This is an optimization exercise on Yosys and OpenROAD, whose aim is small area, not a production implementation.
Only simulation tests tie the RTL to the original design; equivalence was not proved.
Power and IR drop assume default switching activity.

==> flow/design.v <==
package ndma_pkg;
    localparam int unsigned AID_W = 4;
    typedef struct packed {
        logic [31:0]      rdata;
        logic [AID_W-1:0] rid;
        logic             err;
    } ndma_resp_t;
    function automatic logic [31:0] ndma_be_merge(
        input logic [31:0] old,
        input logic [31:0] wdata,
        input logic [3:0]  be
    );
        ndma_be_merge = old;
        for (int i = 0; i < 4; i++) begin
            if (be[i]) ndma_be_merge[8*i +: 8] = wdata[8*i +: 8];
        end
    endfunction
endpackage
module ndma_resp_fifo #(
    parameter int unsigned DEPTH = 2,
    parameter int unsigned WIDTH = 1
) (
    input  logic clk_i,
    input  logic rst_i,
    input  logic push_i,
    input  logic [WIDTH-1:0] data_i,
    input  logic pop_i,
    output logic full_o,
    output logic empty_o,
    output logic [WIDTH-1:0] head_o
);
    localparam int unsigned PW = (DEPTH > 1) ? $clog2(DEPTH) : 1;
    localparam int unsigned CW = $clog2(DEPTH + 1);
    logic [WIDTH-1:0] store_q [DEPTH];
    logic [PW-1:0] rd_q, rd_d, wr_q, wr_d;
    logic [CW-1:0] cnt_q, cnt_d;
    logic          do_push, do_pop;
    function automatic logic [PW-1:0] ptr_inc(input logic [PW-1:0] p);
        ptr_inc = (p == PW'(DEPTH - 1)) ? '0 : p + PW'(1);
    endfunction
    always_comb begin
        full_o  = (cnt_q == CW'(DEPTH));
        empty_o = (cnt_q == '0);
        do_pop  = pop_i & ~empty_o;
        do_push = push_i & (~full_o | do_pop);
        rd_d    = do_pop  ? ptr_inc(rd_q) : rd_q;
        wr_d    = do_push ? ptr_inc(wr_q) : wr_q;
        cnt_d   = cnt_q;
        case ({do_push, do_pop})
            2'b10:   cnt_d = cnt_q + CW'(1);
            2'b01:   cnt_d = cnt_q - CW'(1);
            default: cnt_d = cnt_q;
        endcase
        head_o  = store_q[rd_q];
    end
    always_ff @(posedge clk_i) begin
        if (rst_i) begin
            rd_q  <= '0;
            wr_q  <= '0;
            cnt_q <= '0;
        end else begin
            rd_q  <= rd_d;
            wr_q  <= wr_d;
            cnt_q <= cnt_d;
        end
    end
    always_ff @(posedge clk_i) begin
        if (do_push) store_q[wr_q] <= data_i;
    end
endmodule
module ndma_obi_mem_sub #(
    parameter logic [31:0] BASE_ADDR   = 32'h0000_0000,
    parameter int unsigned DEPTH       = 64,
    parameter int unsigned GNT_WAIT    = 0,
    parameter int unsigned RVALID_WAIT = 0,
    parameter int unsigned MAX_OUTST   = 2
) (
    input  logic             clk_i,
    input  logic             rst_i,
    input  logic             obi_req_i,
    output logic             obi_gnt_o,
    input  logic [31:0]      obi_addr_i,
    input  logic             obi_we_i,
    input  logic [3:0]       obi_be_i,
    input  logic [31:0]      obi_wdata_i,
    input  logic [ndma_pkg::AID_W-1:0] obi_aid_i,
    output logic             obi_rvalid_o,
    output logic [31:0]      obi_rdata_o,
    output logic [ndma_pkg::AID_W-1:0] obi_rid_o,
    output logic             obi_err_o,
    input  logic             stall_i
);
    localparam int unsigned AW = $clog2(DEPTH);
    logic [32:0]   diff;
    logic [31:0]   off;
    logic [AW-1:0] idx;
    logic          err_a, unused_off;
    always_comb begin
        diff       = {1'b0, obi_addr_i} - {1'b0, BASE_ADDR};
        off        = diff[31:0];
        idx        = off[AW+1:2];
        unused_off = ^off[1:0];
        err_a      = (|obi_addr_i[1:0]) | diff[32] | (off >= 32'(4 * DEPTH));
    end
    if (GNT_WAIT == 0 && RVALID_WAIT == 0 && MAX_OUTST >= 2) begin : g_direct
        logic          gnt, wen;
        logic          rv_q, err_q, rok_q;
        logic [ndma_pkg::AID_W-1:0] rid_q;
        logic [31:0]   rd, rdata_q;
        logic [31:0]   mem_q [DEPTH];
        always_comb begin
            gnt       = ~rst_i & obi_req_i & ~stall_i;
            obi_gnt_o = gnt;
            wen       = gnt & obi_we_i & ~err_a;
        end
        localparam int unsigned WG = 16;
        localparam int unsigned NG = (DEPTH + WG - 1) / WG;
        logic [31:0] wd [NG];
        for (genvar g = 0; g < NG; g++) begin : g_wd
            for (genvar i = 0; i < 32; i++) begin : g_bit
                ndma_and2 u_wd (.a(obi_wdata_i[i]), .b(~rst_i), .y(wd[g][i]));
            end
        end
        localparam int unsigned LW = AW / 2;
        localparam int unsigned HW = AW - LW;
        localparam int unsigned LM = (1 << LW) - 1;
        logic [DEPTH-1:0] rsel [4];
        for (genvar b = 0; b < 4; b++) begin : g_lane_dec
            logic [(1 << HW)-1:0] whi_n, rhi_n;
            logic [(1 << LW)-1:0] wlo_n, rlo_n;
            ndma_dec_ef_n #(.W(HW)) u_whi (
                .a (idx[AW-1:LW]), .a_n (~idx[AW-1:LW]), .e (wen & obi_be_i[b]), .f (rst_i),
                .y_n (whi_n)
            );
            ndma_dec_f_n #(.W(LW)) u_wlo (
                .a (idx[LW-1:0]), .a_n (~idx[LW-1:0]), .f (rst_i), .y_n (wlo_n)
            );
            ndma_dec_n #(.W(HW)) u_rhi (.a (idx[AW-1:LW]), .a_n (~idx[AW-1:LW]), .y_n (rhi_n));
            ndma_dec_n #(.W(LW)) u_rlo (.a (idx[LW-1:0]),  .a_n (~idx[LW-1:0]),  .y_n (rlo_n));
            for (genvar w = 0; w < DEPTH; w++) begin : g_word
                logic en;
                ndma_nor2 u_en (.a(whi_n[w >> LW]), .b(wlo_n[w & LM]), .y(en));
                ndma_nor2 u_rs (.a(rhi_n[w >> LW]), .b(rlo_n[w & LM]), .y(rsel[b][w]));
                always_ff @(posedge clk_i) begin
                    if (en) mem_q[w][8*b +: 8] <= wd[w / WG][8*b +: 8];
                end
            end
        end
        for (genvar i = 0; i < 32; i++) begin : g_bit
            logic [DEPTH-1:0] col;
            for (genvar w = 0; w < DEPTH; w++) begin : g_col
                assign col[w] = mem_q[w][i];
            end
            ndma_sel_or #(.N(DEPTH)) u_rd (
                .sel (rsel[i / 8]),
                .d   (col),
                .y   (rd[i])
            );
        end
        always_ff @(posedge clk_i) begin
            rv_q    <= gnt;
            err_q   <= gnt & err_a;
            rok_q   <= gnt & ~obi_we_i & ~err_a;
            rid_q   <= gnt ? obi_aid_i : '0;
            rdata_q <= rd;
        end
        always_comb begin
            obi_rvalid_o = rv_q & ~rst_i;
            obi_err_o    = err_q & ~rst_i;
            obi_rid_o    = rid_q & {ndma_pkg::AID_W{~rst_i}};
            obi_rdata_o  = rdata_q & {32{rok_q & ~rst_i}};
        end
    end else begin : g_queued
        localparam int unsigned GW = $clog2(GNT_WAIT + 2);
        localparam int unsigned RW = $clog2(RVALID_WAIT + 2);
        localparam int unsigned OW = $clog2(MAX_OUTST + 1);
        logic [31:0]   mem_q [DEPTH];
        logic [GW-1:0] wait_q, wait_d;
        logic [RW-1:0] head_q, head_d;
        logic [OW-1:0] outst_q, outst_d;
        logic          accept, pop, fifo_full, fifo_empty;
        ndma_pkg::ndma_resp_t push_entry, head_entry;
        always_comb begin
            obi_gnt_o  = ~rst_i & obi_req_i & ~stall_i
                       & (wait_q == GW'(GNT_WAIT)) & (outst_q < OW'(MAX_OUTST));
            accept     = obi_gnt_o;
            push_entry.rdata = (obi_we_i | err_a) ? '0 : mem_q[idx];
            push_entry.rid   = obi_aid_i;
            push_entry.err   = err_a;
            obi_rvalid_o = ~rst_i & ~fifo_empty & (head_q == RW'(RVALID_WAIT));
            pop          = obi_rvalid_o;
            obi_rdata_o  = obi_rvalid_o ? head_entry.rdata : '0;
            obi_rid_o    = obi_rvalid_o ? head_entry.rid   : '0;
            obi_err_o    = obi_rvalid_o ? head_entry.err   : 1'b0;
            if (!obi_req_i || obi_gnt_o)        wait_d = '0;
            else if (wait_q != GW'(GNT_WAIT))   wait_d = wait_q + GW'(1);
            else                                wait_d = wait_q;
            if (pop || fifo_empty)              head_d = '0;
            else if (head_q != RW'(RVALID_WAIT)) head_d = head_q + RW'(1);
            else                                head_d = head_q;
            case ({accept, pop})
                2'b10:   outst_d = outst_q + OW'(1);
                2'b01:   outst_d = outst_q - OW'(1);
                default: outst_d = outst_q;
            endcase
        end
        always_ff @(posedge clk_i) begin
            if (rst_i) begin
                wait_q  <= '0;
                head_q  <= '0;
                outst_q <= '0;
                for (int unsigned i = 0; i < DEPTH; i++) mem_q[i] <= '0;
            end else begin
                wait_q  <= wait_d;
                head_q  <= head_d;
                outst_q <= outst_d;
                if (accept && obi_we_i && !err_a)
                    mem_q[idx] <= ndma_pkg::ndma_be_merge(mem_q[idx], obi_wdata_i, obi_be_i);
            end
        end
        ndma_resp_fifo #(
            .DEPTH (MAX_OUTST),
            .WIDTH ($bits(push_entry))
        ) u_resp_fifo (
            .clk_i   (clk_i),
            .rst_i   (rst_i),
            .push_i  (accept),
            .data_i  (push_entry),
            .pop_i   (pop),
            .full_o  (fifo_full),
            .empty_o (fifo_empty),
            .head_o  (head_entry)
        );
    end
endmodule
module ndma_sel_or #(
    parameter int unsigned N = 64
) (
    input  logic [N-1:0] sel,
    input  logic [N-1:0] d,
    output logic         y
);
    localparam int unsigned G = (N + 2) / 3;    
    logic [G-1:0] g_n;                           
    for (genvar k = 0; k < G; k++) begin : g_grp
        if (3 * k + 2 < N) begin : g_3
            ndma_aoi222 u_aoi (
                .s (sel[3*k +: 3]),
                .d (d[3*k +: 3]),
                .y (g_n[k])
            );
        end else if (3 * k + 1 < N) begin : g_2
            ndma_aoi22 u_aoi (
                .s (sel[3*k +: 2]),
                .d (d[3*k +: 2]),
                .y (g_n[k])
            );
        end else begin : g_1
            ndma_nand2 u_nand (.a(sel[3*k]), .b(d[3*k]), .y(g_n[k]));
        end
    end
    ndma_nand_or_tree #(.N(G)) u_tree (.x_n(g_n), .y(y));
endmodule
module ndma_nand_or_tree #(
    parameter int unsigned N = 22
) (
    input  logic [N-1:0] x_n,
    output logic         y
);
    localparam int unsigned M = (N + 3) / 4;
    logic [M-1:0] p;                             
    for (genvar k = 0; k < M; k++) begin : g_p
        localparam int unsigned W = (4 * k + 4 <= N) ? 4 : N - 4 * k;
        ndma_nand #(.N(W)) u_nand (.a(x_n[4*k +: W]), .y(p[k]));
    end
    if (M == 1) begin : g_done
        assign y = p[0];
    end else begin : g_more
        localparam int unsigned L = (M + 1) / 2;
        logic [L-1:0] q_n;                       
        for (genvar k = 0; k < L; k++) begin : g_q
            if (2 * k + 1 < M) begin : g_2
                ndma_nor2 u_nor (.a(p[2*k]), .b(p[2*k+1]), .y(q_n[k]));
            end else begin : g_1
                ndma_inv u_inv (.a(p[2*k]), .y(q_n[k]));
            end
        end
        if (L == 1) begin : g_inv
            ndma_inv u_inv (.a(q_n[0]), .y(y));
        end else begin : g_rec
            ndma_nand_or_tree #(.N(L)) u_tree (.x_n(q_n), .y(y));
        end
    end
endmodule
module ndma_aoi222 (
    input  logic [2:0] s,
    input  logic [2:0] d,
    output logic       y
);
    assign y = ~|(s & d);
endmodule
module ndma_aoi22 (
    input  logic [1:0] s,
    input  logic [1:0] d,
    output logic       y
);
    assign y = ~|(s & d);
endmodule
module ndma_nand2 (
    input  logic a,
    input  logic b,
    output logic y
);
    assign y = ~(a & b);
endmodule
module ndma_and2 (
    input  logic a,
    input  logic b,
    output logic y
);
    assign y = a & b;
endmodule
module ndma_nor2 (
    input  logic a,
    input  logic b,
    output logic y
);
    assign y = ~(a | b);
endmodule
module ndma_nand #(
    parameter int unsigned N = 4
) (
    input  logic [N-1:0] a,
    output logic         y
);
    assign y = ~&a;
endmodule
module ndma_inv (
    input  logic a,
    output logic y
);
    assign y = ~a;
endmodule
function automatic logic ndma_dec_hit(
    input logic [7:0] a,
    input logic [7:0] a_n,
    input int unsigned w,
    input int unsigned j
);
    ndma_dec_hit = 1'b1;
    for (int unsigned k = 0; k < w; k++)
        ndma_dec_hit = ndma_dec_hit & (j[k] ? a[k] : a_n[k]);
endfunction
module ndma_dec_n #(
    parameter int unsigned W = 3
) (
    input  logic [W-1:0]        a,
    input  logic [W-1:0]        a_n,
    output logic [(1 << W)-1:0] y_n
);
    always_comb
        for (int unsigned j = 0; j < (1 << W); j++)
            y_n[j] = ~ndma_dec_hit(8'(a), 8'(a_n), W, j);
endmodule
module ndma_dec_f_n #(
    parameter int unsigned W = 3
) (
    input  logic [W-1:0]        a,
    input  logic [W-1:0]        a_n,
    input  logic                f,
    output logic [(1 << W)-1:0] y_n
);
    always_comb
        for (int unsigned j = 0; j < (1 << W); j++)
            y_n[j] = ~(f | ndma_dec_hit(8'(a), 8'(a_n), W, j));
endmodule
module ndma_dec_ef_n #(
    parameter int unsigned W = 3
) (
    input  logic [W-1:0]        a,
    input  logic [W-1:0]        a_n,
    input  logic                e,
    input  logic                f,
    output logic [(1 << W)-1:0] y_n
);
    always_comb
        for (int unsigned j = 0; j < (1 << W); j++)
            y_n[j] = ~(f | (e & ndma_dec_hit(8'(a), 8'(a_n), W, j)));
endmodule
==> flow/flow/run.sh <==
#!/bin/bash
# Standard ORFS layout (the standard.sh, standard synthesis unchanged) with
# two layout settings added to the config:
#   - port buffers are buf_1 instead of the default delay-cell buffer,
#   - clock tree synthesis without dummy loads.
# Each tool's output stays in the ORFS logs under orfs/logs; make's output goes
# to standard.log.
set -euo pipefail
cat >> config.mk <<'EOF'
export BUFFER_PORTS_ARGS = -buffer_cell sky130_fd_sc_hd__buf_1
export CTS_ARGS = -sink_clustering_enable -repair_clock_nets -dont_use_dummy_load -buf_list sky130_fd_sc_hd__clkbuf_8 -sink_clustering_size 16 -sink_clustering_max_diameter 100
EOF
bash standard.sh > standard.log 2>&1
==> flow/standard.sh <==
#!/bin/bash
# synth_recipe.tcl (not shown) runs the flow's synth.tcl, then flattens the netlist and writes it again
# the make line also repeats each setting of config.mk as NAME=value (left out here)
make -C /OpenROAD-flow-scripts/flow DESIGN_CONFIG=/design/flow/config.mk WORK_HOME=/design/flow/orfs CLKGATE_MAP_FILE= SYNTH_SCRIPT=/design/flow/synth_recipe.tcl "${@:-finish}"
==> flow/config.mk <==
export PLATFORM = sky130hd
export DESIGN_NAME = ndma_obi_mem_sub
export DESIGN_NICKNAME = ndma_obi_mem_sub
export VERILOG_FILES = /design/flow/design.v
export SDC_FILE = /design/flow/constraint.sdc
export NUM_CORES = 4
export LEC_CHECK = 0
export CAP_MARGIN = 10
export CORE_MARGIN = 2
export CORE_UTILIZATION = 60
export CTS_BUF_LIST = sky130_fd_sc_hd__clkbuf_8
export CTS_CLUSTER_DIAMETER = 100
export CTS_CLUSTER_SIZE = 16
export GPL_TIMING_DRIVEN = 0
export PLACE_DENSITY = 0.7
export SLEW_MARGIN = 10
export SYNTH_HIERARCHICAL = 1
export BUFFER_PORTS_ARGS = -buffer_cell sky130_fd_sc_hd__buf_1
export CTS_ARGS = -sink_clustering_enable -repair_clock_nets -dont_use_dummy_load -buf_list sky130_fd_sc_hd__clkbuf_8 -sink_clustering_size 16 -sink_clustering_max_diameter 100
==> flow/constraint.sdc <==
create_clock -name core_clock -period 5.0 [get_ports {clk_i}]
set_input_delay 1.0000 -clock core_clock [delete_from_list [all_inputs] [get_ports {clk_i}]]
set_output_delay 1.0000 -clock core_clock [all_outputs]
set_load 0.01 [all_outputs]
==> flow_summary.yaml, run 1 <==
die:
  fp.dieW_um: 357
  die_area_um2: 128000
  rows: 129
  start_util_pct: 60.5
  io_pins: 116
  die_y_um: 357
  coreArea_um2: 124000
worst_hold_path:
  hold_path.class: "in -> reg"
cts:
  clock_latency_ns: 0.91
  cts_resized: 0
  clock_sinks: 2087
  cts.path.max_buffers: 3
  post_cts_buffers: 0
  cts_hold_buf: 0
  cts.reportedPaths.clkPinSlew_ns: 0.10
  cts_buffers: 148
  clock-root-buffer: "clkbuf_8"
  htreeDepth: 4
  cts_tree: "done"
setup_path:
  required_ns: 4.00
  cp_cell_sequence: "buf_2 -> nor2b_1 -> clkbuf_1 -> and2_1 -> buf_1"
  worstSetupEndpointType: "primary output"
  slowest_stage: "nor2b_1"
  worst-path-max-fanout: 17
  critPathMaxStageDelay_ns: 1.07
  arrival_ns: 3.78
  crit_type: "in -> out"
  crit_path_start_kind: "input pin"
global_routing:
  grt_pass1_vias: 41200
  grt_pass1_wl_um: 273000
  grt_use_total_pct: 29.8
  grt_max_degree: 66
  overflow: 0
  antenna_found_initial: 6
sta:
  layout_min_cycle_time_ns: 4.78
  final.setup.tns_ns: 0
  tightest_slew_ns: 1.29
  setup_slack_ns: 0.220
  slew_violations: 0
  rsz0062_at_grt: "no"
  finalSetupViolations: 0
  hold_viol_final: 0
  fmax_mhz: 209
  relSlewSlack_pct: 13.8
  fin_crit_sh_pct: 95.6
  skew_ns: 0.0459
placed_design:
  hpwl_um: 124000
  place_inst: 5741
  dp_slack_ns: 0.0235
  portBuffers: 115
  place_congestion: 0.879
  placed_area_um2: 77800
detailed_routing:
  drt_wl_total_um: 191000
  drc: 0
  first_pass_iters: 24
  via_per_inst: 7.32
  wl_per_cell_um: 32.5
  drtIter0Drc: 8169
  final_antenna_net_count: 0
  vias: 43200
layout:
  fin_cells: 5898
  final_common_cell: "edfxtp_1"
  final_cell_mix: "2,048 x edfxtp_1, 672 x a222oi_1, 610 x nor2_1, 164 x and2_1, 160 x nand4_1"
  syn2layout_area_growth_pct: 6.73
  fin_nets: 4331
  drive_gt1_share_pct: 5.34
  finish.instance_area_um2: 79900
synthesis:
  synth-seq-cells: 2087
  ys_warn_count: 14
  synth_area_um2: 74900
  synth.distinct_cells: 24
  synth_nets: 4047
  postSynthCellCount: 3970
  avgSynthCellArea_um2: 18.9
  ys_seq_area_share_pct: 83.2
power:
  power_leakage_nw: 23.6
  seqPwrFrac_pct: 69.5
  swShare_pct: 22.0
  p_clk_share_pct: 24.9
  p_comb_share_pct: 5.6
  power_switching_mw: 6.69
  powerDensity_nw_per_um2: 381
  internal_power_mw: 23.7
  peakVddDrop_uv: 248
status:
  outcome: "timing/DRC/antenna clean"
flow_run:
  cap_violations: 0
## power groups by stage
stage / sequential [mW] / combinational, mW / clock, mW
after global routing: 21.3 / 1.77 / 8.27
after detailed placement: 21.6 / 1.67 / 0
after floorplan: 21.4 / 0.850 / 0
final: 21.1 / 1.70 / 7.58
after CTS: 21.1 / 1.67 / 7.69
after global placement: 21.5 / 1.59 / 0
## critical path, delay by kind of cell
family,cells,cell delay (ns)
simple gates,2,1.40
buf+inv,3,1.34
## registers in the layout, indices dropped and copies added (netlist names)
name and flops:
g_direct.rok_q 1, g_direct.rdata_q 32, g_direct.mem_q 2048, g_direct.err_q 1
g_direct.rv_q 1, g_direct.rid_q 4
## final cells by class
type / count / area [um2]
antenna: 9 / 22.5
buffer: 17 / 78.8
clock buffer: 148 / 2040
fill: 8353 / 43900
inverter: 7 / 28.8
multi-input combinational: 1859 / 12700
sequential: 2087 / 62300
tap: 1637 / 2050
timing repair buffer: 134 / 731
## stage by stage
step / total power, mW / utilization, % / hold slack, ns
after global routing: 31.3 / 64.5 / 0.266
after floorplan: 22.2 / - / 0.507
after CTS: 30.5 / 64.5 / 0.228
after global placement: 23.1 / 62.5 / 0.534
after detailed placement: 23.2 / 62.9 / 0.534
final: 30.4 / 64.5 / 0.310
## per-module statistics from Yosys (local to each module, per instance), excerpt
module	copies in the design	cell area, um2	flops+latches
ndma_and2	128	6.26	0
ndma_aoi222	672	10.0	0
ndma_nand2	32	3.75	0
ndma_nor2	608	3.75	0
ndma_obi_mem_sub	1	62800	2087
## cell usage after synthesis
master       n  share of area, %
nor4_4       1             0.028
nor4_2       2             0.033
nand2b_1     1            0.0084
a222oi_1   672               9.0
clkbuf_1     7             0.035
edfxtp_1  2048                82
a31oi_1     32              0.27
nor2b_1      7             0.059
nor4_1       9             0.075
nand2_1     64              0.32
and4b_1      1             0.013
nor3b_2      1             0.017
dfxtp_1     39               1.0
buf_2        1            0.0067
clkbuf_2     8             0.053
nor2_1     610               3.1
nand4_2      1             0.017
nand3_1    101              0.68
a41oi_1     32              0.37
and2_1     164               1.4
nand4_1    160               1.3
buf_4        1             0.010
inv_1        7             0.035
o31a_1       1             0.012
## final timing paths
check                    startpoint                   end  slack [ns]  cells past startpoint
max                           rst_i        obi_rdata_o[3]        0.22                      5
min                    obi_aid_i[1]     g_direct.rid_q[1]        0.31                      2
min reg2reg   g_direct.mem_q[63][4]   g_direct.rdata_q[4]        0.53                      4
max reg2reg  g_direct.mem_q[45][10]  g_direct.rdata_q[10]        2.96                      4
## routing by layer
layer / up-vias / GRT usage [%] / share of wire [%]
li1: 17900 / - / -
met1: 21700 / 42.3 / 37
met2: 3151 / 45.8 / 47
met3: 425 / 6.61 / 12
met4: 10 / 11.4 / 3.9
met5: - / 1.52 / 0.16
## cells by family after synthesis
family | after synthesis | synth area share [%]
AO/OA/AOI/OAI | 737 | 9.64
buffers and inverters | 24 | 0.140
flip-flops | 2087 | 83.2
AND/OR/NAND/NOR | 1122 | 7.01
==> inputs of run 2 (changes only) <==
--- a/flow/config.mk
+++ b/flow/config.mk
@@ -7,3 +7,3 @@
 export LEC_CHECK = 0
-export CAP_MARGIN = 10
+export CAP_MARGIN = 20
 export CORE_MARGIN = 2
@@ -15,3 +15,3 @@
 export PLACE_DENSITY = 0.7
-export SLEW_MARGIN = 10
+export SLEW_MARGIN = 20
 export SYNTH_HIERARCHICAL = 1
==> run 2 against run 1 <==
  * Worst hold slack improved by 0.0090 ns
  * Cell count up 0.15%
  * Register-to-register slack better by 0.07 ns
  * Critical path type unchanged
  * Largest cell class unchanged
==> flow_summary.yaml, run 2 <==
synthesis:
  synth.distinct_cells: 24
  synth.top_cell.area_share_pct: 82.2
  synth.most_common_cell: "edfxtp_1"
  postSynthCellCount: 3970
  synthFlopType: "edfxtp_1"
  ys_seq_area_share_pct: 83.2
  synth_top_area_cell: "edfxtp_1"
  synth_area_um2: 74900
  yosys-top-cells-area: "edfxtp_1 82%, a222oi_1 9.0%, nor2_1 3.1%"
  synth-seq-cells: 2087
  yosys-top-cells-count: "2,048 x edfxtp_1, 672 x a222oi_1, 610 x nor2_1"
  synth_nets: 4047
  ys_warn_count: 14
  synth-edff-count: 2048
  ys_async_sr_fraction_pct: 0
  avgSynthCellArea_um2: 18.9
cts:
  cts_hold_buf: 0
  clock_sinks: 2087
  cts.path.max_buffers: 3
  cts_resized: 0
  clock_latency_ns: 0.91
  cts.reportedPaths.clkPinSlew_ns: 0.10
  post_cts_buffers: 0
  clock-root-buffer: "clkbuf_8"
  cts_tree: "done"
  cts_buffers: 148
  htreeDepth: 4
setup_path:
  regToRegEndpoint: "g_direct.rdata_q[10]"
  cp_cell_sequence: "buf_2 -> buf_12 -> nor2b_1 -> clkbuf_1 -> and2_1 -> buf_1"
  slowest_stage: "nor2b_1"
  worst-path-max-fanout: 16
  ff2ff_path_depth: 4
  crit_path_start_kind: "input pin"
  reg2reg_from: "g_direct.mem_q[45][10]"
  crit_end: "obi_rdata_o[3]"
  critPathMaxStageDelay_ns: 0.96
  crit_path_start: "rst_i"
  worstSetupEndpointType: "primary output"
  required_ns: 4.00
  arrival_ns: 3.59
  ff2ff_setup_slack_ns: 3.03
  crit_type: "in -> out"
detailed_routing:
  wl_per_cell_um: 32.4
  via_per_inst: 7.31
  drtIter0Drc: 8183
  final_antenna_net_count: 0
  drt_wl_total_um: 191000
  first_pass_iters: 24
  drc: 0
  vias: 43200
power:
  power_leakage_nw: 23.7
  swShare_pct: 21.9
  p_clk_share_pct: 24.8
  seqPwrFrac_pct: 69.5
  power_switching_mw: 6.67
  p_comb_share_pct: 5.7
  peakVddDrop_uv: 244
  powerDensity_nw_per_um2: 380
  internal_power_mw: 23.8
global_routing:
  grt_max_degree: 66
  overflow: 0
  grt_use_total_pct: 29.7
  grt_pass1_vias: 41300
  grt_pass1_wl_um: 272000
  antenna_found_initial: 6
placed_design:
  portBuffers: 115
  place_congestion: 0.879
  hpwl_um: 124000
layout:
  fin_util_pct: 64.7
  final_cell_mix: "2,048 x edfxtp_1, 672 x a222oi_1, 610 x nor2_1, 164 x and2_1, 160 x nand4_1"
  final_common_cell: "edfxtp_1"
  fin_nets: 4342
  multi_input_area_um2: 12700
  syn2layout_area_growth_pct: 6.95
  seqCellArea_um2: 62300
  reg_top3: "g_direct.mem_q: 2048 flops, g_direct.rdata_q: 32 flops, g_direct.rid_q: 4 flops"
  top_register: "g_direct.mem_q"
  drive_gt1_share_pct: 5.61
  fill_cells: 8313
  largest_reg_flops: 2048
sta:
  fmax_mhz: 218
  tightest_slew_ns: 1.24
  relSlewSlack_pct: 17.5
  whs_ns: 0.319
  rsz0062_at_grt: "no"
  fin_crit_sh_pct: 91.8
  finalSetupViolations: 0
  slew_violations: 0
  skew_ns: 0.0482
  hold_viol_final: 0
  layout_min_cycle_time_ns: 4.59
die:
  coreArea_um2: 124000
  die_area_um2: 128000
  die_y_um: 357
  rows: 129
  io_pins: 116
  start_util_pct: 60.5
  fp.dieW_um: 357
status:
  outcome: "timing/DRC/antenna clean"
flow_run:
  cap_violations: 0
worst_hold_path:
  hold_path.class: "in -> reg"
==> run 2: cell counts after synthesis <==
Identical to the previous run, type by type.
==> run 2: how the worst min path moves through the flow <==
stage / startpoint / to / slack [ns] / cells past startpoint
after global placement: g_direct.mem_q[63][30] / g_direct.rdata_q[30] / 0.53 / 4
after global routing: obi_aid_i[0] / g_direct.rid_q[0] / 0.28 / 2
after floorplan: g_direct.mem_q[63][0] / g_direct.rdata_q[0] / 0.51 / 4
after detailed placement: g_direct.mem_q[63][3] / g_direct.rdata_q[3] / 0.54 / 4
after CTS: obi_aid_i[0] / g_direct.rid_q[0] / 0.24 / 2
final: obi_aid_i[0] / g_direct.rid_q[0] / 0.32 / 2
==> run 2: cell type report <==
cell class / count / area share, %
repair buffers: 145 / 1.12
flip-flops and latches: 2087 / 77.8
clock buffers: 148 / 2.54
diodes: 7 / 0.0219
plain buffers: 17 / 0.0985
inverters: 7 / 0.0359
multi-input cells: 1859 / 15.8
well taps: 1637 / 2.56
==> run 2: metal layers <==
metal  GRT usage [%]  part of all wire (%)
met1            41.2                    37
met5               0                 0.013
met4            11.8                   4.3
met2            45.9                    47
met3            7.35                    13
==> run 2: metrics by stage <==
step / setup TNS (ns) / instance area [um2] / setup WS, ns / power [mW] / std cells
after floorplan: 0 / 74900 / 1.96 / 22.2 / 3970
after global placement: -6106.34 / 77300 / -3.11 / 23.1 / 5722
after detailed placement: 0 / 78000 / 0.126 / 23.2 / 5752
after CTS: 0 / 80000 / 0.453 / 30.5 / 5900
after global routing: 0 / 80000 / 0.442 / 31.3 / 5904
final: 0 / 80100 / 0.411 / 30.4 / 5907
==> run 2: modules after synthesis (local to each module, per instance), excerpt <==
module	times used	cell area, um2	cells	flops+latches
ndma_and2	128	6.26	1	0
ndma_aoi222	672	10.0	1	0
ndma_nand2	32	3.75	1	0
ndma_nor2	608	3.75	1	0
ndma_obi_mem_sub	1	62800	2166	2087
==> run 2: worst max-delay path: cells and delay by family <==
| kind | cells | cell delay (ns) |
|---|---|---|
| buffers and inverters | 4 | 1.25 |
| AND/OR/NAND/NOR | 2 | 1.29 |
==> run 2: power groups by stage <==
stage	Clock [mW]	Sequential, mW	Combinational, mW
6_report	7.55	21.1	1.72
5_1_grt	8.26	21.3	1.79
4_1_cts	7.66	21.1	1.69
3_5_place_dp	0	21.6	1.68
3_3_place_gp	0	21.5	1.59
2_1_floorplan	0	21.4	0.850
==> run 2: kinds of logic (layout without fill, tap and decap cells) <==
| family | Yosys count | after routing | synth area share, % |
|---|---|---|---|
| AO/OA/AOI/OAI | 737 | 737 | 9.64 |
| AND/OR/NAND/NOR | 1122 | 1122 | 7.01 |
| buffers and inverters | 24 | 317 | 0.140 |
| other | 0 | 7 | 0 |
| flip-flops | 2087 | 2087 | 83.2 |
==> inputs of run 3 (changes only) <==
--- a/flow/design.v
+++ b/flow/design.v
@@ -106,5 +106,5 @@
         logic          gnt, wen;
-        logic          rv_q, err_q, rok_q;
+        logic          rv_q, err_q;
         logic [ndma_pkg::AID_W-1:0] rid_q;
-        logic [31:0]   rd, rdata_q;
+        logic [31:0]   rd;
         logic [31:0]   mem_q [DEPTH];
@@ -127,5 +127,13 @@
         logic [DEPTH-1:0] rsel [4];
+        logic [(1 << HW)-1:0] rhi_nq;
+        logic [(1 << LW)-1:0] rlo_nq;
+        always_ff @(posedge clk_i) begin
+            for (int unsigned j = 0; j < (1 << HW); j++)
+                rhi_nq[j] <= ~(gnt & ~obi_we_i & ~err_a & (idx[AW-1:LW] == HW'(j)));
+            for (int unsigned k = 0; k < (1 << LW); k++)
+                rlo_nq[k] <= ~(idx[LW-1:0] == LW'(k));
+        end
         for (genvar b = 0; b < 4; b++) begin : g_lane_dec
-            logic [(1 << HW)-1:0] whi_n, rhi_n;
-            logic [(1 << LW)-1:0] wlo_n, rlo_n;
+            logic [(1 << HW)-1:0] whi_n;
+            logic [(1 << LW)-1:0] wlo_n;
             ndma_dec_ef_n #(.W(HW)) u_whi (
@@ -137,4 +145,2 @@
             );
-            ndma_dec_n #(.W(HW)) u_rhi (.a (idx[AW-1:LW]), .a_n (~idx[AW-1:LW]), .y_n (rhi_n));
-            ndma_dec_n #(.W(LW)) u_rlo (.a (idx[LW-1:0]),  .a_n (~idx[LW-1:0]),  .y_n (rlo_n));
             for (genvar w = 0; w < DEPTH; w++) begin : g_word
@@ -142,3 +148,3 @@
                 ndma_nor2 u_en (.a(whi_n[w >> LW]), .b(wlo_n[w & LM]), .y(en));
-                ndma_nor2 u_rs (.a(rhi_n[w >> LW]), .b(rlo_n[w & LM]), .y(rsel[b][w]));
+                ndma_nor2 u_rs (.a(rhi_nq[w >> LW]), .b(rlo_nq[w & LM]), .y(rsel[b][w]));
                 always_ff @(posedge clk_i) begin
@@ -162,5 +168,3 @@
             err_q   <= gnt & err_a;
-            rok_q   <= gnt & ~obi_we_i & ~err_a;
             rid_q   <= gnt ? obi_aid_i : '0;
-            rdata_q <= rd;
         end
@@ -170,3 +174,3 @@
             obi_rid_o    = rid_q & {ndma_pkg::AID_W{~rst_i}};
-            obi_rdata_o  = rdata_q & {32{rok_q & ~rst_i}};
+            obi_rdata_o  = rd & {32{~rst_i}};
         end
--- a/flow/config.mk
+++ b/flow/config.mk
@@ -7,3 +7,3 @@
 export LEC_CHECK = 0
-export CAP_MARGIN = 20
+export CAP_MARGIN = 10
 export CORE_MARGIN = 2
@@ -15,3 +15,3 @@
 export PLACE_DENSITY = 0.7
-export SLEW_MARGIN = 20
+export SLEW_MARGIN = 10
 export SYNTH_HIERARCHICAL = 1
==> run 3 against run 2 <==
  * Still clean on timing, DRC and antenna
  * Largest cell class unchanged
  * Fmax shrank 3.8%
  * Core utilization about the same
  * Worst hold slack worse by 0.023 ns
  * Sequential power about the same
==> flow_summary.yaml, run 3 <==
status:
  outcome: "timing/DRC/antenna clean"
setup_path:
  arrival_ns: 3.77
  worst-path-max-fanout: 18
  required_ns: 4.00
  crit_path_start_kind: "flip-flop"
  crit_type: "reg -> out"
  worstSetupEndpointType: "primary output"
layout:
  largest_reg_flops: 2048
  fill_cells: 8434
  fin_nets: 4295
  final_common_cell: "edfxtp_1"
  final_cell_mix: "2,048 x edfxtp_1, 672 x a222oi_1, 610 x nor2_1, 161 x nand4_1, 147 x clkbuf_8"
  reg_top3: "g_direct.mem_q: 2048 flops, g_direct.rhi_nq: 8 flops, g_direct.rlo_nq: 8 flops"
  fin_cells: 5859
  drive_gt1_share_pct: 6.26
  top_register: "g_direct.mem_q"
  syn2layout_area_growth_pct: 7.40
  fin_util_pct: 64.7
synthesis:
  synth_area_um2: 74300
  ys_warn_count: 13
  yosys-top-cells-count: "2,048 x edfxtp_1, 672 x a222oi_1, 610 x nor2_1"
  synth_nets: 3987
  ys_seq_area_share_pct: 83.4
  synth.top_cell.area_share_pct: 82.8
  avgSynthCellArea_um2: 19.0
  synth_top_area_cell: "edfxtp_1"
  synth.most_common_cell: "edfxtp_1"
  yosys-top-cells-area: "edfxtp_1 83%, a222oi_1 9.1%, nor2_1 3.1%"
  synth-edff-count: 2048
  postSynthCellCount: 3910
  synthFlopType: "edfxtp_1"
  synth.distinct_cells: 23
  ys_async_sr_fraction_pct: 0
  synth-seq-cells: 2070
cts:
  cts_tree: "done"
  htreeDepth: 4
  cts.reportedPaths.clkPinSlew_ns: 0.10
  cts_hold_buf: 0
  clock_sinks: 2070
  post_cts_buffers: 0
  clock-root-buffer: "clkbuf_8"
  cts_resized: 0
  cts.path.max_buffers: 3
  cts_buffers: 147
global_routing:
  grt_max_degree: 66
  grt_pass1_wl_um: 277000
  grt_pass1_vias: 41100
  grt_use_total_pct: 30.6
  antenna_found_initial: 7
  overflow: 0
sta:
  fin_crit_sh_pct: 95.4
  rsz0062_at_grt: "no"
  fmax_mhz: 210
  relSlewSlack_pct: 12.3
  layout_min_cycle_time_ns: 4.77
  tightest_slew_ns: 1.30
  slew_violations: 0
  finalSetupViolations: 0
  hold_viol_final: 0
detailed_routing:
  final_antenna_net_count: 0
  vias: 42900
  drt_wl_total_um: 196000
  via_per_inst: 7.33
  drtIter0Drc: 8901
  drc: 0
  first_pass_iters: 9
  wl_per_cell_um: 33.5
power:
  power_leakage_nw: 23.7
  power_switching_mw: 6.32
  seqPwrFrac_pct: 70.6
  internal_power_mw: 23.4
  powerDensity_nw_per_um2: 372
  swShare_pct: 21.3
  p_comb_share_pct: 4.1
  peakVddDrop_uv: 328
  p_clk_share_pct: 25.4
die:
  io_pins: 116
  rows: 129
  start_util_pct: 60.2
  coreArea_um2: 123000
  die_area_um2: 127000
  die_y_um: 356
  fp.dieW_um: 356
worst_hold_path:
  hold_path.class: "in -> reg"
flow_run:
  cap_violations: 0
placed_design:
  place_congestion: 0.862
  place_inst: 5705
  hpwl_um: 125000
  portBuffers: 115
==> run 3: changes by cell type in the layout (fill, tap and decap cells not counted), sizes merged, moves of 2 or more <==
cell   before  now
buf       147  159
inv         7   11
nand3     101   46
nor4       12    5
or4bb       0    2
nor3        0    8
and2      164  132
or4         0    4
nand2      64   66
nor2b       7   38
dfxtp      39   22
==> run 3: final cells by class <==
type,instances,area (um2),area share (%)
diodes,6,15.0,0.0188
plain buffers,17,75.1,0.0941
clock buffers,147,2020,2.54
inverters,11,43.8,0.0549
multi-input cells,1812,12400,15.6
flip-flops and latches,2070,62000,77.7
well taps,1637,2050,2.57
repair buffers,159,1160,1.46
==> run 3: path summary, 6_finish.rpt <==
kind                  depth (start not counted)          startpoint           endpoint  slack [ns]
worst min-delay path                          2        obi_aid_i[3]  g_direct.rid_q[3]        0.30
worst max-delay path                          8  g_direct.rlo_nq[1]    obi_rdata_o[23]        0.23
==> run 3: logic make-up after synthesis <==
family / Yosys count / share of synthesized area [%]
flip-flops: 2070 / 83.4
AND/OR/NAND/NOR: 1075 / 6.74
AO/OA/AOI/OAI: 737 / 9.72
buffers and inverters: 28 / 0.155
==> run 3: modules after synthesis, one instance, submodules excluded, excerpt <==
module            cells  times used  cell area, um2  flops+latches
ndma_obi_mem_sub   2170           1           62500           2070
ndma_and2             1         128            6.26              0
ndma_aoi222           1         672            10.0              0
ndma_nand2            1          32            3.75              0
ndma_nor2             1         608            3.75              0
==> run 3: power groups by stage <==
| stage | sequential, mW | clock, mW | combinational [mW] |
|---|---|---|---|
| after floorplan | 21.2 | 0 | 0.568 |
| after global routing | 21.1 | 8.20 | 1.26 |
| after detailed placement | 21.4 | 0 | 1.18 |
| after global placement | 21.3 | 0 | 1.04 |
| final | 21.0 | 7.53 | 1.21 |
| after CTS | 21.0 | 7.62 | 1.18 |
==> run 3: worst max-delay path, stage by stage, from the launching register on <==
cell      delay (ns)
dfxtp_4         0.65
buf_12          0.31
nor2_1          0.20
a222oi_1        0.53
nand4_1         0.26
nor2_1          0.33
nand3_1         0.17
nor2b_1         0.21
buf_1           0.18
==> run 3: metal layers <==
layer / vias to the layer above / wire (um) / global-route usage [%]
met1: 21800 / 71400 / 42.9
met5: - / 141 / 0.717
met2: 3008 / 93600 / 48.3
met3: 428 / 24100 / 6.45
met4: 4 / 7010 / 10.7
li1: 17700 / - / -
==> run 3: stage by stage <==
stage               cell area [um2]  hold WS, ns  worst slack [ns]  power [mW]  setup TNS (ns)
floorplan                     74300         1.06              1.50        21.8               0
global placement              76800         1.20             -1.17        22.4        -1839.97
detailed placement            77700         1.20            -0.192        22.5          -44.76
CTS                           79700        0.223             0.232        29.8               0
global route                  79800        0.270             0.179        30.5               0
finish                        79800        0.295             0.228        29.7               0
==> inputs of run 4 (changes only) <==
--- a/flow/flow/run.sh
+++ b/flow/flow/run.sh
@@ -10,3 +10,3 @@
 export BUFFER_PORTS_ARGS = -buffer_cell sky130_fd_sc_hd__buf_1
-export CTS_ARGS = -sink_clustering_enable -repair_clock_nets -dont_use_dummy_load -buf_list sky130_fd_sc_hd__clkbuf_8 -sink_clustering_size 16 -sink_clustering_max_diameter 100
+export CTS_ARGS = -sink_clustering_enable -repair_clock_nets -dont_use_dummy_load -buf_list sky130_fd_sc_hd__clkbuf_8 -sink_clustering_size 18 -sink_clustering_max_diameter 100
 EOF
--- a/flow/config.mk
+++ b/flow/config.mk
@@ -12,3 +12,3 @@
 export CTS_CLUSTER_DIAMETER = 100
-export CTS_CLUSTER_SIZE = 16
+export CTS_CLUSTER_SIZE = 18
 export GPL_TIMING_DRIVEN = 0
@@ -18,2 +18,2 @@
 export BUFFER_PORTS_ARGS = -buffer_cell sky130_fd_sc_hd__buf_1
-export CTS_ARGS = -sink_clustering_enable -repair_clock_nets -dont_use_dummy_load -buf_list sky130_fd_sc_hd__clkbuf_8 -sink_clustering_size 16 -sink_clustering_max_diameter 100
+export CTS_ARGS = -sink_clustering_enable -repair_clock_nets -dont_use_dummy_load -buf_list sky130_fd_sc_hd__clkbuf_8 -sink_clustering_size 18 -sink_clustering_max_diameter 100
==> run 4 against run 3 <==
  * Critical path type unchanged
  * First-iteration DRC count grew 3.7%
  * Global-route usage shrank 0.080 points
  * Clock power shrank 4.2%
  * Fmax shrank 0.75%
  * Synthesized cell count is the same
  * Worst hold slack gained 0.025 ns
  * Clock-buffer cell count shrank 15
==> flow_summary.yaml, run 4 <==
setup_path:
  crit_path_start_kind: "flip-flop"
  critPathMaxStageDelay_ns: 0.66
  worst-path-max-fanout: 18
  arrival_ns: 3.81
  crit_top_cell: "nor2_1"
  slowest_stage: "dfxtp_4"
  crit_path_start: "g_direct.rlo_nq[1]"
  crit_type: "reg -> out"
  worstSetupEndpointType: "primary output"
  required_ns: 4.00
  cp_cell_sequence: "buf_12 -> nor2_1 -> a222oi_1 -> nand4_1 -> nor2_1 -> nand3_1 -> nor2b_1 -> buf_1"
  crit_end: "obi_rdata_o[23]"
sta:
  finalSetupViolations: 0
  slew_violations: 0
  rsz0062_at_grt: "no"
  setup_slack_ns: 0.192
  fin_crit_sh_pct: 96.2
  tightest_slew_ns: 1.28
  relSlewSlack_pct: 13.6
  fmax_mhz: 208
  whs_ns: 0.320
  layout_min_cycle_time_ns: 4.81
  hold_viol_final: 0
cts:
  cts_tree: "done"
  post_cts_buffers: 0
  htreeDepth: 4
  cts_buffers: 132
  cts_hold_buf: 0
  clock-root-buffer: "clkbuf_8"
  cts_resized: 0
  cts.reportedPaths.clkPinSlew_ns: 0.11
  cts.path.max_buffers: 3
  clock_sinks: 2070
die:
  fp.dieW_um: 356
  io_pins: 116
  die_area_um2: 127000
  rows: 129
  die_y_um: 356
  start_util_pct: 60.2
  coreArea_um2: 123000
synthesis:
  synth.distinct_cells: 23
  synth_nets: 3987
  synth.top_cell.area_share_pct: 82.8
  avgSynthCellArea_um2: 19.0
  synth_area_um2: 74300
  yosys-top-cells-area: "edfxtp_1 83%, a222oi_1 9.1%, nor2_1 3.1%"
  postSynthCellCount: 3910
  synth-seq-cells: 2070
  ys_seq_area_share_pct: 83.4
  synth-edff-count: 2048
  synth.most_common_cell: "edfxtp_1"
  ys_warn_count: 13
  ys_async_sr_fraction_pct: 0
  yosys-top-cells-count: "2,048 x edfxtp_1, 672 x a222oi_1, 610 x nor2_1"
  synth_top_area_cell: "edfxtp_1"
  synthFlopType: "edfxtp_1"
power:
  peakVddDrop_uv: 310
  power.total_mw: 29.4
  powerDensity_nw_per_um2: 369
  power_leakage_nw: 23.6
global_routing:
  grt_pass1_vias: 40900
  antenna_found_initial: 8
  grt_use_total_pct: 30.5
  overflow: 0
  grt_pass1_wl_um: 276000
  grt_max_degree: 66
layout:
  top_register: "g_direct.mem_q"
  syn2layout_area_growth_pct: 7.12
  drive_gt1_share_pct: 5.93
  fin_cells: 5844
  reg_top3: "g_direct.mem_q: 2048 flops, g_direct.rhi_nq: 8 flops, g_direct.rlo_nq: 8 flops"
  fin_nets: 4280
  final_cell_mix: "2,048 x edfxtp_1, 672 x a222oi_1, 610 x nor2_1, 161 x nand4_1"
  largest_reg_flops: 2048
  final_common_cell: "edfxtp_1"
worst_hold_path:
  hold_path.class: "in -> reg"
placed_design:
  hpwl_um: 125000
  place_congestion: 0.862
  portBuffers: 115
  dp_slack_ns: -0.192
  place_inst: 5705
detailed_routing:
  drc: 0
  vias: 42800
  wl_per_cell_um: 33.5
  drtIter0Drc: 9227
  final_antenna_net_count: 0
  drt_wl_total_um: 196000
  first_pass_iters: 8
  via_per_inst: 7.33
status:
  outcome: "timing/DRC/antenna clean"
flow_run:
  cap_violations: 0
## run 4: cell counts after synthesis
No cell type changed its count.
## run 4: modules after synthesis (local to each module, per instance), a selection
module / area (um2) / cells
ndma_obi_mem_sub: 62500 / 2170
ndma_nand2: 3.75 / 1
ndma_and2: 6.26 / 1
ndma_aoi222: 10.0 / 1
ndma_nor2: 3.75 / 1
## run 4: area by class of cell
cell class,instances,area (um2)
Sequential cell,2070,62000
Tap cell,1637,2050
Buffer,17,75.1
Antenna cell,6,15.0
Clock buffer,132,1820
Timing Repair Buffer,159,1160
Multi-Input combinational cell,1812,12400
Fill cell,8445,43700
Inverter,11,43.8
## run 4: critical path: cells and delay by family, from the launching register on
family,cells,cell delay (ns)
compound gates,1,0.55
simple gates,5,1.21
buf+inv,2,0.49
flops,1,0.66
## run 4: metal layers
| layer | GRT usage, % | up-vias | wire [um] |
|---|---|---|---|
| li1 | - | 17700 | - |
| met1 | 43.1 | 21600 | 70300 |
| met2 | 48.2 | 3107 | 93000 |
| met3 | 6.30 | 419 | 25100 |
| met4 | 10.3 | 0 | 7220 |
| met5 | 0 | - | 0 |
## run 4: worst min path at each step
stage | depth (start not counted) | endpoint | from
detailed placement | 2 | g_direct.rid_q[3] | obi_aid_i[3]
global placement | 2 | g_direct.rid_q[3] | obi_aid_i[3]
finish | 2 | g_direct.rid_q[1] | obi_aid_i[1]
floorplan | 1 | g_direct.rlo_nq[4] | obi_addr_i[4]
global route | 2 | g_direct.rid_q[1] | obi_aid_i[1]
CTS | 2 | g_direct.rid_q[1] | obi_aid_i[1]
## run 4: metrics by stage
stage	utilization, %	TNS, ns	instance area (um2)
floorplan	-	0	74300
CTS	64.5	0	79500
global route	64.5	0	79600
finish	64.5	0	79600
detailed placement	63.0	-44.76	77700
global placement	62.3	-1839.97	76800
## run 4: cells by family (layout without fill, tap and decap cells)
kind of cell / Yosys count / in the layout / synth area share [%]
other: 0 / 6 / 0
buffers and inverters: 28 / 319 / 0.155
AO/OA/AOI/OAI: 737 / 737 / 9.72
AND/OR/NAND/NOR: 1075 / 1075 / 6.74
flip-flops: 2070 / 2070 / 83.4
## run 4: where the power goes
part | switching (mW) | leakage (nW) | total (mW) | internal (mW)
Sequential | 0.377 | 18.3 | 21.0 | 20.6
Combinational | 1.05 | 4.38 | 1.21 | 0.158
Clock | 4.82 | 0.949 | 7.21 | 2.39
Total | 6.25 | 23.6 | 29.4 | 23.1
==> inputs of run 5 (changes only) <==
--- a/flow/design.v
+++ b/flow/design.v
@@ -137,3 +137,3 @@
             logic [(1 << HW)-1:0] whi_n;
-            logic [(1 << LW)-1:0] wlo_n;
+            logic [(1 << LW)-1:0] wlo_n [2];
             ndma_dec_ef_n #(.W(HW)) u_whi (
@@ -142,8 +142,10 @@
             );
-            ndma_dec_f_n #(.W(LW)) u_wlo (
-                .a (idx[LW-1:0]), .a_n (~idx[LW-1:0]), .f (rst_i), .y_n (wlo_n)
-            );
+            for (genvar h = 0; h < 2; h++) begin : g_wlo
+                ndma_dec_f_n #(.W(LW)) u_wlo (
+                    .a (idx[LW-1:0]), .a_n (~idx[LW-1:0]), .f (rst_i), .y_n (wlo_n[h])
+                );
+            end
             for (genvar w = 0; w < DEPTH; w++) begin : g_word
                 logic en;
-                ndma_nor2 u_en (.a(whi_n[w >> LW]), .b(wlo_n[w & LM]), .y(en));
+                ndma_nor2 u_en (.a(whi_n[w >> LW]), .b(wlo_n[(w >> (AW - 1)) & 1][w & LM]), .y(en));
                 ndma_nor2 u_rs (.a(rhi_nq[w >> LW]), .b(rlo_nq[w & LM]), .y(rsel[b][w]));
==> run 5 against run 4 <==
  * Still clean on timing, DRC and antenna
  * Global-route usage fell by 0.84 points
  * Flip-flop and latch count unchanged
  * Clock power shrank 0.8%
  * Final area is 0.32% lower
  * Combinational power down 5%
  * Via count decreased by 0.74%
  * Largest cell class unchanged
==> flow_summary.yaml, run 5 <==
status:
  outcome: "timing/DRC/antenna clean"
cts:
  cts.reportedPaths.clkPinSlew_ns: 0.10
  clock-root-buffer: "clkbuf_8"
  clock_sinks: 2070
  post_cts_buffers: 0
  cts_resized: 0
  cts.path.max_buffers: 3
  cts_hold_buf: 0
  htreeDepth: 4
  cts_buffers: 132
  cts_tree: "done"
die:
  rows: 129
  fp.dieW_um: 356
  start_util_pct: 60.3
  die_area_um2: 127000
  die_y_um: 356
  io_pins: 116
  coreArea_um2: 123000
sta:
  fin_crit_sh_pct: 98.4
  layout_min_cycle_time_ns: 4.92
  rsz0062_at_grt: "no"
  final.setup.tns_ns: 0
  finalSetupViolations: 0
  slew_violations: 0
  setup_slack_ns: 0.0776
  fmax_mhz: 203
  hold_viol_final: 0
  tightest_slew_ns: 1.32
  relSlewSlack_pct: 11.3
setup_path:
  crit_path_start_kind: "flip-flop"
  cp_cell_sequence: "nor2_1 -> a222oi_1 -> nand4_1 -> nor2_1 -> nand3_1 -> nor2b_1 -> buf_1"
  worstSetupEndpointType: "primary output"
  crit_top_cell: "nor2_1"
  critPathTopFamily: "simple AND/OR/NAND/NOR gates"
  arrival_ns: 3.92
  required_ns: 4.00
  crit_type: "reg -> out"
  worst-path-max-fanout: 32
  slowest_stage: "dfxtp_2"
  critPathMaxStageDelay_ns: 0.86
  crit_buf_inv: 1
synthesis:
  synthFlopType: "edfxtp_1"
  synth.distinct_cells: 23
  postSynthCellCount: 3946
  avgSynthCellArea_um2: 18.9
  synth-edff-count: 2048
  synth_area_um2: 74500
  yosys-top-cells-count: "2,048 x edfxtp_1, 672 x a222oi_1, 610 x nor2_1"
  ys_async_sr_fraction_pct: 0
  yosys-top-cells-area: "edfxtp_1 83%, a222oi_1 9.0%, nor2_1 3.1%"
  synth-seq-cells: 2070
  ys_seq_area_share_pct: 83.1
  ys_warn_count: 17
  synth.most_common_cell: "edfxtp_1"
  synth.top_cell.area_share_pct: 82.5
  synth_nets: 4023
  synth_top_area_cell: "edfxtp_1"
layout:
  top_register: "g_direct.mem_q"
  fin_nets: 4291
  drive_gt1_share_pct: 4.70
  final_common_cell: "edfxtp_1"
  final_cell_mix: "2,048 x edfxtp_1, 672 x a222oi_1, 610 x nor2_1, 161 x nand4_1"
  fill_cells: 8403
  syn2layout_area_growth_pct: 6.46
  reg_top3: "g_direct.mem_q: 2048 flops, g_direct.rhi_nq: 8 flops, g_direct.rlo_nq: 8 flops"
  largest_reg_flops: 2048
  fin_util_pct: 64.2
global_routing:
  overflow: 0
  grt_pass1_wl_um: 271000
  antenna_found_initial: 5
  grt_max_degree: 66
  grt_pass1_vias: 40700
  grt_use_total_pct: 29.7
detailed_routing:
  drtIter0Drc: 8437
  vias: 42500
  final_antenna_net_count: 0
  via_per_inst: 7.26
  first_pass_iters: 9
  drc: 0
  drt_wl_total_um: 190000
  wl_per_cell_um: 32.5
placed_design:
  place_congestion: 0.870
  dp_slack_ns: -0.0591
  portBuffers: 115
  hpwl_um: 122000
power:
  peakVddDrop_uv: 293
  powerDensity_nw_per_um2: 369
  power.total_mw: 29.3
  power_leakage_nw: 23.5
worst_hold_path:
  worstHoldPathCells: 2
  hold_path_end: "g_direct.rid_q[1]"
  hp-start: "obi_aid_i[1]"
  hold_path.class: "in -> reg"
flow_run:
  cap_violations: 0
run 5: cell types whose count changed after synthesis:
cell / previous run / this run
a31oi_1: 32 / 64
clkbuf_2: 8 / 12
run 5: final cells by class:
class	count	area [um2]	share of cell area, %
Multi-Input combinational cell	1844	12400	15.7
Antenna cell	5	12.5	0.0158
Timing Repair Buffer	134	883	1.11
Sequential cell	2070	62000	78.1
Tap cell	1637	2050	2.58
Inverter	11	43.8	0.0552
Clock buffer	132	1820	2.29
Buffer	21	93.8	0.118
run 5: cells by family after synthesis:
family	after synthesis	share of synthesized area (%)
flops	2070	83.1
buf+inv	32	0.181
compound gates	769	9.96
simple gates	1075	6.72
run 5: how the worst max path moves through the flow:
stage | slack, ns | cells after the start | start | endpoint
global placement | -1.56 | 4 | rst_i | g_direct.mem_q[41][11]
finish | 0.08 | 7 | g_direct.rhi_nq[2] | obi_rdata_o[22]
CTS | 0.05 | 8 | g_direct.rlo_nq[5] | obi_rdata_o[22]
detailed placement | -0.06 | 8 | rst_i | g_direct.mem_q[56][13]
global route | 0.02 | 7 | g_direct.rhi_nq[2] | obi_rdata_o[20]
floorplan | 1.50 | 6 | obi_addr_i[14] | g_direct.mem_q[0][0]
run 5: report_power, final:
part / switching, mW / total (mW) / internal (mW)
logic: 1.01 / 1.15 / 0.138
registers: 0.379 / 21.0 / 20.6
clock network: 4.76 / 7.15 / 2.39
run 5: layer usage:
metal	share of wire (%)	GRT usage, %
met1	38	42.9
met2	47	45.7
met3	12	6.56
met4	3.3	9.86
met5	0.017	0
run 5: metrics by stage:
| stage | hold slack (ns) | instances | area (um2) |
|---|---|---|---|
| after floorplan | 1.06 | 3946 | 74500 |
| after global placement | 1.20 | 5698 | 77000 |
| after detailed placement | 1.20 | 5717 | 77500 |
| after CTS | 0.261 | 5849 | 79300 |
| after global routing | 0.309 | 5852 | 79300 |
| final | 0.327 | 5854 | 79300 |
run 5: per-module statistics from Yosys, one instance, submodules excluded, a selection:
module,copies in the design,flip-flops and latches,area [um2]
ndma_obi_mem_sub,1,2070,62500
ndma_and2,128,0,6.26
ndma_nand2,32,0,3.75
ndma_nor2,608,0,3.75
ndma_aoi222,672,0,10.0
==> inputs of run 6 (changes only) <==
--- a/flow/config.mk
+++ b/flow/config.mk
@@ -15,2 +15,3 @@
 export PLACE_DENSITY = 0.7
+export SETUP_SLACK_MARGIN = 0.1
 export SLEW_MARGIN = 10
==> run 6 against run 5 <==
  * Critical endpoint is now obi_rdata_o[20]
  * Fmax up 2.1%
  * Die area is the same
  * Core utilization is essentially flat
  * Critical path depth increased by 1
  * Non-clock buffer count increased by 3
  * Sequential share of layout area is essentially flat
  * Highest routed layer unchanged
  * Final area about the same
  * Combinational power is essentially flat
  * Wire length increased by 0.27%
==> flow_summary.yaml, run 6 <==
cts:
  htreeDepth: 4
  cts_buffers: 132
  cts.path.max_buffers: 3
  cts.reportedPaths.clkPinSlew_ns: 0.10
  cts_tree: "done"
  clock-root-buffer: "clkbuf_8"
  cts_hold_buf: 0
  clock_sinks: 2070
die:
  rows: 129
  die_y_um: 356
  fp.dieW_um: 356
  start_util_pct: 60.3
  coreArea_um2: 123000
  io_pins: 116
  die_area_um2: 127000
setup_path:
  crit_type: "reg -> out"
  critPathTopFamily: "simple AND/OR/NAND/NOR gates"
  required_ns: 4.00
  worstSetupEndpointType: "primary output"
  crit_top_cell: "nor2_1"
  crit_path_start_kind: "flip-flop"
  crit_buf_inv: 2
  worst-path-max-fanout: 17
  arrival_ns: 3.82
  critPathMaxStageDelay_ns: 0.68
  cp_cell_sequence: "buf_12 -> nor2_1 -> a222oi_1 -> nand4_1 -> nor2_1 -> nand3_1 -> nor2b_1 -> buf_1"
  slowest_stage: "a222oi_1"
power:
  power_switching_mw: 6.16
  powerDensity_nw_per_um2: 369
  power_leakage_nw: 23.5
  p_clk_share_pct: 24.4
  power.total_mw: 29.3
  swShare_pct: 21.0
  peakVddDrop_uv: 294
  internal_power_mw: 23.1
  seqPwrFrac_pct: 71.6
  p_comb_share_pct: 4.0
synthesis:
  ys_seq_area_share_pct: 83.1
  synth_nets: 4023
  synth-xor-area-share_pct: 0
  synth.area.mux_share_pct: 0
  ys_warn_count: 17
  yosys-top-cells-count: "2,048 x edfxtp_1, 672 x a222oi_1, 610 x nor2_1"
  synth_fa_ha_area_share_pct: 0
  synth-edff-count: 2048
  ys_async_sr_fraction_pct: 0
  synth_top_area_cell: "edfxtp_1"
  avgSynthCellArea_um2: 18.9
  synth_top_family_by_area: "compound AO/OA/AOI/OAI gates"
  synthFlopType: "edfxtp_1"
  synth_compound_area_share_pct: 9.96
  postSynthCellCount: 3946
  synthSimpleGateAreaFrac_pct: 6.72
  synth_area_um2: 74500
  synth.most_common_cell: "edfxtp_1"
  synth.top_cell.area_share_pct: 82.5
  synth.distinct_cells: 23
  yosys-top-cells-area: "edfxtp_1 83%, a222oi_1 9.0%, nor2_1 3.1%"
  synth-seq-cells: 2070
layout:
  reg_top3: "g_direct.mem_q: 2048 flops, g_direct.rhi_nq: 8 flops, g_direct.rlo_nq: 8 flops"
  syn2layout_area_growth_pct: 6.52
  largest_reg_flops: 2048
  fill_cells: 8399
  final_cell_mix: "2,048 x edfxtp_1, 672 x a222oi_1, 610 x nor2_1, 161 x nand4_1"
  drive_gt1_share_pct: 4.77
  top_register: "g_direct.mem_q"
  multi_input_area_um2: 12400
  final_common_cell: "edfxtp_1"
  seqCellArea_um2: 62000
  fin_nets: 4294
  fin_cells: 5856
global_routing:
  antenna_found_initial: 6
  grt_use_total_pct: 29.8
  grt_pass1_wl_um: 271000
  grt_pass1_vias: 40700
  overflow: 0
  grt_max_degree: 66
sta:
  rsz0062_at_grt: "no"
  tightest_slew_ns: 1.34
  fin_crit_sh_pct: 96.4
  slew_violations: 0
  finalSetupViolations: 0
  relSlewSlack_pct: 10.4
  layout_min_cycle_time_ns: 4.82
  hold_viol_final: 0
  final.setup.tns_ns: 0
  fmax_mhz: 207
placed_design:
  place_congestion: 0.870
  place_inst: 5717
  portBuffers: 115
  hpwl_um: 122000
flow_run:
  cap_violations: 0
detailed_routing:
  drt_wl_total_um: 191000
  via_per_inst: 7.24
  wl_per_cell_um: 32.6
  vias: 42400
  drc: 0
  final_antenna_net_count: 0
  first_pass_iters: 10
  drtIter0Drc: 8531
status:
  outcome: "timing/DRC/antenna clean"
worst_hold_path:
  hold_path.class: "in -> reg"
-- run 6: per-stage QoR --
| step | util (%) | worst slack (ns) | hold WS, ns | instance area [um2] |
|---|---|---|---|---|
| floorplan | - | 1.50 | 1.06 | 74500 |
| global placement | 62.3 | -1.56 | 1.20 | 77000 |
| detailed placement | 62.8 | -0.0591 | 1.20 | 77500 |
| CTS | 64.3 | 0.117 | 0.261 | 79300 |
| global route | 64.3 | 0.153 | 0.309 | 79400 |
| finish | 64.3 | 0.179 | 0.324 | 79400 |
-- run 6: area by class of cell --
cell class | count | share of cell area (%)
well taps | 1637 | 2.58
clock buffers | 132 | 2.29
inverters | 11 | 0.0552
flip-flops and latches | 2070 | 78.1
diodes | 4 | 0.0126
plain buffers | 21 | 0.118
repair buffers | 137 | 1.17
multi-input cells | 1844 | 15.7
-- run 6: worst paths after layout --
kind	cells past startpoint	startpoint	slack, ns	end
max	8	g_direct.rlo_nq[7]	0.18	obi_rdata_o[20]
min	2	obi_aid_i[1]	0.32	g_direct.rid_q[1]
-- run 6: cell families after synthesis --
family                 count (synthesis)
flip-flops                          2070
AO/OA/AOI/OAI                        769
AND/OR/NAND/NOR                     1075
buffers and inverters                 32
-- run 6: metal layers --
| metal | share of wire [%] | GRT usage (%) |
|---|---|---|
| met1 | 37 | 42.9 |
| met2 | 46 | 45.7 |
| met3 | 13 | 6.69 |
| met4 | 3.4 | 10.2 |
| met5 | 0.014 | 0 |
-- run 6: power groups by stage --
| stage | clock network (mW) | registers (mW) | logic, mW |
|---|---|---|---|
| after floorplan | 0 | 21.2 | 0.581 |
| after global placement | 0 | 21.3 | 1.05 |
| after detailed placement | 0 | 21.4 | 1.13 |
| after CTS | 7.25 | 21.0 | 1.14 |
| after global routing | 7.83 | 21.1 | 1.23 |
| final | 7.15 | 21.0 | 1.17 |
-- run 6: Yosys stat by module (local to each module, per instance), excerpt --
module	cells	area, um2	flip-flops and latches	times used
ndma_and2	1	6.26	0	128
ndma_aoi222	1	10.0	0	672
ndma_nand2	1	3.75	0	32
ndma_nor2	1	3.75	0	608
ndma_obi_mem_sub	2170	62500	2070	1
-- run 6: repair_timing --
| item | in CTS | in global routing |
|---|---|---|
| cloned | 0 | 0 |
| setup endpoints to repair | 2 | 5 |
| pin swaps | 1 | 0 |
| resized for setup | 1 | 1 |
| setup buffers | 3 | 0 |

[separate check: timing with driven ports]
No port has a modelled driver above. Below, the same layouts with a new extraction and two added sets of constraints.
Step 1 sets driving cells, clkbuf_16 on the clock port and buf_2 on the other inputs (assumed; they add their load-dependent delay and slew).
Step 2 also shifts input and output timing later by t, the mid clock arrival at the registers, as if the neighbouring blocks saw the same clock.
a / b / c = no drivers / after step 1 / after step 2; a / b = the first two.
| run | shift t [ns] | setup slack, ns | worst data-port slew with drivers (ns) |
|---|---|---|---|
| run 1 | 0.960 | 0.220 / 0.201 / -0.387 | 0.30 |
| run 2 | 0.956 | 0.411 / 0.392 / -0.037 | 0.30 |
| run 3 | 0.964 | 0.228 / 0.155 / -0.438 | 0.16 |
| run 4 | 0.938 | 0.192 / 0.119 / -0.287 | 0.16 |
| run 5 | 0.929 | 0.078 / 0.003 / -0.184 | 0.18 |
| run 6 | 0.928 | 0.179 / 0.095 / -0.215 | 0.18 |
With both steps, setup timing fails in every run listed, where it was met with ideal ports. For run 3, which loses most, drivers alone change the setup slack by -0.073 ns; drivers and shift together by -0.666 ns.
